Context: an optimization exercise on an open-source flow, tuned for small area and a short achievable clock period. The choices shown serve that exercise and are no tape-out recipe. RTL that was checked went through simulation tests only; none was proved equivalent to the original.

the baseline:
==> flow/design.v (excerpt) <==
module mdu_ctrl #(
  parameter int unsigned MULT_CYCLES = mdu_pkg::MULT_CYCLES_DEF,
  parameter int unsigned DIV_CYCLES  = mdu_pkg::DIV_CYCLES_DEF
) (
  input  logic        clk,
  input  logic        reset,
  input  logic        start,
  input  logic [3:0]  op,
  input  logic [31:0] rs,
  input  logic [31:0] rt,
  input  logic        out_sel,
  input  logic        flush,
  output logic        busy,
  output logic [31:0] out
);
  logic        busy_q;
  logic [3:0]  cnt_q;
  logic        div_q;      
  logic        smul_q;     
  logic        aneg_q;     
  logic        cin_q;      
  logic        yprev_q;    
  logic [31:0] x_q;        
  logic        wr_q;       
  logic [32:0] a_q;        
  logic [31:0] q_q;        
  logic [31:0] hi_q, lo_q;
  logic        op_mul, op_div, op_smul, op_sdiv, accept;
  logic        qneg;
  logic        aneg, bneg;
  logic        last, fin, hold, mmode;
  logic [32:0] x_d, acc_in, acc_o;
  logic [34:0] s2;
  logic        dsel;
  logic [6:0]  y_in;
  logic [5:0]  p_o;
  logic        dq3;
  logic [31:0] r3, r4;
  logic [2:0]  dq_o;
  logic        neg_en, nsel_rs, nsel_x, nsel_q;
  logic [31:0] neg_in, neg_out;
  ...
Size: ~170 flip-flops, roughly 110 I/O pins, about 15000 um^2 of cells after synthesis.
==> flow/config.mk <==
export PLATFORM = sky130hd
export DESIGN_NAME = mdu_ctrl
export DESIGN_NICKNAME = mdu_ctrl
export VERILOG_FILES = /design/flow/design.v
export SDC_FILE = /design/flow/constraint.sdc
export NUM_CORES = 4
export LEC_CHECK = 0
export ABC_AREA = 1
export CAP_MARGIN = 20
export CORE_MARGIN = 2
export CORE_UTILIZATION = 40
export SLEW_MARGIN = 20
==> flow/constraint.sdc <==
create_clock -name core_clock -period 150.0 [get_ports {clk}]
set_input_delay 30.0000 -clock core_clock [delete_from_list [all_inputs] [get_ports {clk}]]
set_output_delay 30.0000 -clock core_clock [all_outputs]
set_load 0.01 [all_outputs]
standard.sh (not shown) runs the stock make flow with config.mk's settings and CLKGATE_MAP_FILE= SYNTH_SCRIPT=/design/flow/synth_recipe.tcl, a recipe that flattens the netlist after the stock synthesis.
==> flow/flow/run.sh <==
#!/bin/bash
# Layout flow: the standard flow (standard.sh) with these changes:
#  - synthesis maps with flow/abc_area.script, an area-oriented ABC script,
#  - synthesis skips Yosys's early generic ABC pass (SYNTH_ARGS=-noabc), so
#    the full adders written in the RTL reach extract_fa as written,
#  - the port buffers are buf_1 cells,
#  - clock tree synthesis uses clkbuf_4/clkbuf_8, larger sink clusters and no
#    dummy loads.
# Every tool's output stays in the ORFS logs under orfs/logs; make's own output
# goes to flow_make.log.
set -euo pipefail
rm -rf scripts_local
cp -r "$FLOW_HOME/scripts" scripts_local
cp flow/abc_area.script scripts_local/abc_area.script
bash standard.sh SCRIPTS_DIR="$PWD/scripts_local" SYNTH_ARGS=-noabc \
  "BUFFER_PORTS_ARGS=-buffer_cell sky130_fd_sc_hd__buf_1" \
  "CTS_ARGS=-sink_clustering_enable -repair_clock_nets -dont_use_dummy_load -buf_list {sky130_fd_sc_hd__clkbuf_4 sky130_fd_sc_hd__clkbuf_8} -sink_clustering_size 30 -sink_clustering_max_diameter 100" \
  finish > flow_make.log 2>&1
==> flow/flow/abc_area.script <==
strash
&get -n
&st
&dch
&nf -R 1000
&put
strash
dch
amap
strash
dch
amap
Changes in the candidate relative to the baseline:
diff --git a/flow/flow/run.sh b/flow/flow/run.sh
--- a/flow/flow/run.sh
+++ b/flow/flow/run.sh
@@ -15,3 +15,3 @@
 bash standard.sh SCRIPTS_DIR="$PWD/scripts_local" SYNTH_ARGS=-noabc \
-  "BUFFER_PORTS_ARGS=-buffer_cell sky130_fd_sc_hd__buf_1" \
+  "BUFFER_PORTS_ARGS=-buffer_cell sky130_fd_sc_hd__buf_1" SETUP_SLACK_MARGIN=88.7 \
   "CTS_ARGS=-sink_clustering_enable -repair_clock_nets -dont_use_dummy_load -buf_list {sky130_fd_sc_hd__clkbuf_4 sky130_fd_sc_hd__clkbuf_8} -sink_clustering_size 30 -sink_clustering_max_diameter 100" \
==> comparison <==
Relative to the baseline, layout filler cell count has gone up in the candidate. Re design area: the candidate is about 1.2% up on the baseline. In the candidate the routability congestion estimate turned out 3.1% lower than in the baseline. Delta (the candidate minus the baseline): final cycle utilization of the critical path now smaller; count of instances resized after the clock tree is built now larger; non-clock buffer count now larger; hold slack now larger. The candidate against the baseline: fmax grew by about 2.8%; final core utilization grew by 0.53 points.
No run of this note included a check of the RTL's function; only the layout flow was run.

* * *

mdu_ctrl, a different RTL version from the one above (not shown whole).
Size in the first run: about 1800 cells after synthesis, about 170 flip-flops, roughly 110 I/O pins.
Settings: LEC_CHECK=0, ABC_AREA=1, CAP_MARGIN=20, CORE_MARGIN=2, CORE_UTILIZATION=40, SLEW_MARGIN=20; clock period 150.0 ns.
==> flow/flow/run.sh <==
#!/bin/bash
# Layout flow: the standard flow (standard.sh) with these changes:
#  - synthesis maps with flow/abc_area.script, an area-oriented ABC script,
#  - synthesis skips Yosys's early generic ABC pass (SYNTH_ARGS=-noabc), so
#    the full adders written in the RTL reach extract_fa as written,
#  - the port buffers are buf_1 cells,
#  - clock tree synthesis uses clkbuf_4/clkbuf_8, larger sink clusters and no
#    dummy loads.
# Every tool's output stays in the ORFS logs under orfs/logs; make's own output
# goes to flow_make.log.
set -euo pipefail
rm -rf scripts_local
cp -r "$FLOW_HOME/scripts" scripts_local
cp flow/abc_area.script scripts_local/abc_area.script
bash standard.sh SCRIPTS_DIR="$PWD/scripts_local" SYNTH_ARGS=-noabc \
  "BUFFER_PORTS_ARGS=-buffer_cell sky130_fd_sc_hd__buf_1" SETUP_SLACK_MARGIN=88.6 \
  "CTS_ARGS=-sink_clustering_enable -repair_clock_nets -dont_use_dummy_load -buf_list {sky130_fd_sc_hd__clkbuf_4 sky130_fd_sc_hd__clkbuf_8} -sink_clustering_size 40 -sink_clustering_max_diameter 160" \
  finish > flow_make.log 2>&1
Scripts as last shown in full above: flow/flow/abc_area.script
The baseline ran to the end with no violations.
Change:
--- a/flow/flow/run.sh
+++ b/flow/flow/run.sh
@@ -15,4 +15,4 @@
 bash standard.sh SCRIPTS_DIR="$PWD/scripts_local" SYNTH_ARGS=-noabc \
   "BUFFER_PORTS_ARGS=-buffer_cell sky130_fd_sc_hd__buf_1" SETUP_SLACK_MARGIN=88.6 \
-  "CTS_ARGS=-sink_clustering_enable -repair_clock_nets -dont_use_dummy_load -buf_list {sky130_fd_sc_hd__clkbuf_4 sky130_fd_sc_hd__clkbuf_8} -sink_clustering_size 40 -sink_clustering_max_diameter 160" \
+  "CTS_ARGS=-sink_clustering_enable -repair_clock_nets -dont_use_dummy_load -buf_list {sky130_fd_sc_hd__clkbuf_4 sky130_fd_sc_hd__clkbuf_8} -sink_clustering_size 30 -sink_clustering_max_diameter 100" \
   finish > flow_make.log 2>&1
After rerunning: Final cell count does not change. Non-clock buffer count stays the same. Critical path depth stays the same. Routed wire length stays the same. Final area is unchanged. Flip-flop and latch count stays the same. First-iteration DRC count is unchanged.

==> re-timing with driven ports <==
In the flow no input, the clock included, has a driving cell. The finished layouts below were timed again as built, in two steps. Step 1: set_driving_cell puts a clkbuf_16 on clk and a buf_2 on each other input, an assumption about the parent block. Step 2 adds t to the input delays and takes it off the output delays; t is the mean of the earliest and latest rising clock arrival at the registers after step 1. Input paths then give back, and output paths get back, about the clock's delay inside the block. Three values: no drivers, after step 1, after step 2; two values: the first two.
| run | shift t [ns] | setup WS [ns] | worst setup path at the end | slew at the worst register clock pin (ns) |
|---|---|---|---|---|
| the baseline | 0.547 | 87.129 / 87.129 / 87.129 | register to register | 0.11 / 0.11 |
| the candidate | 0.538 | 88.844 / 88.815 / 88.815 | input to output | 0.10 / 0.10 |
| the first run of note 2 | 0.540 | 88.753 / 88.730 / 88.730 | input to output | 0.11 / 0.11 |
| the second run of note 2 | 0.540 | 88.753 / 88.730 / 88.730 | input to output | 0.11 / 0.11 |
After both steps setup and hold are still met in every run listed. The setup slack of the candidate, which loses most, moves by -0.029 ns with the drivers and by -0.029 ns with both steps.
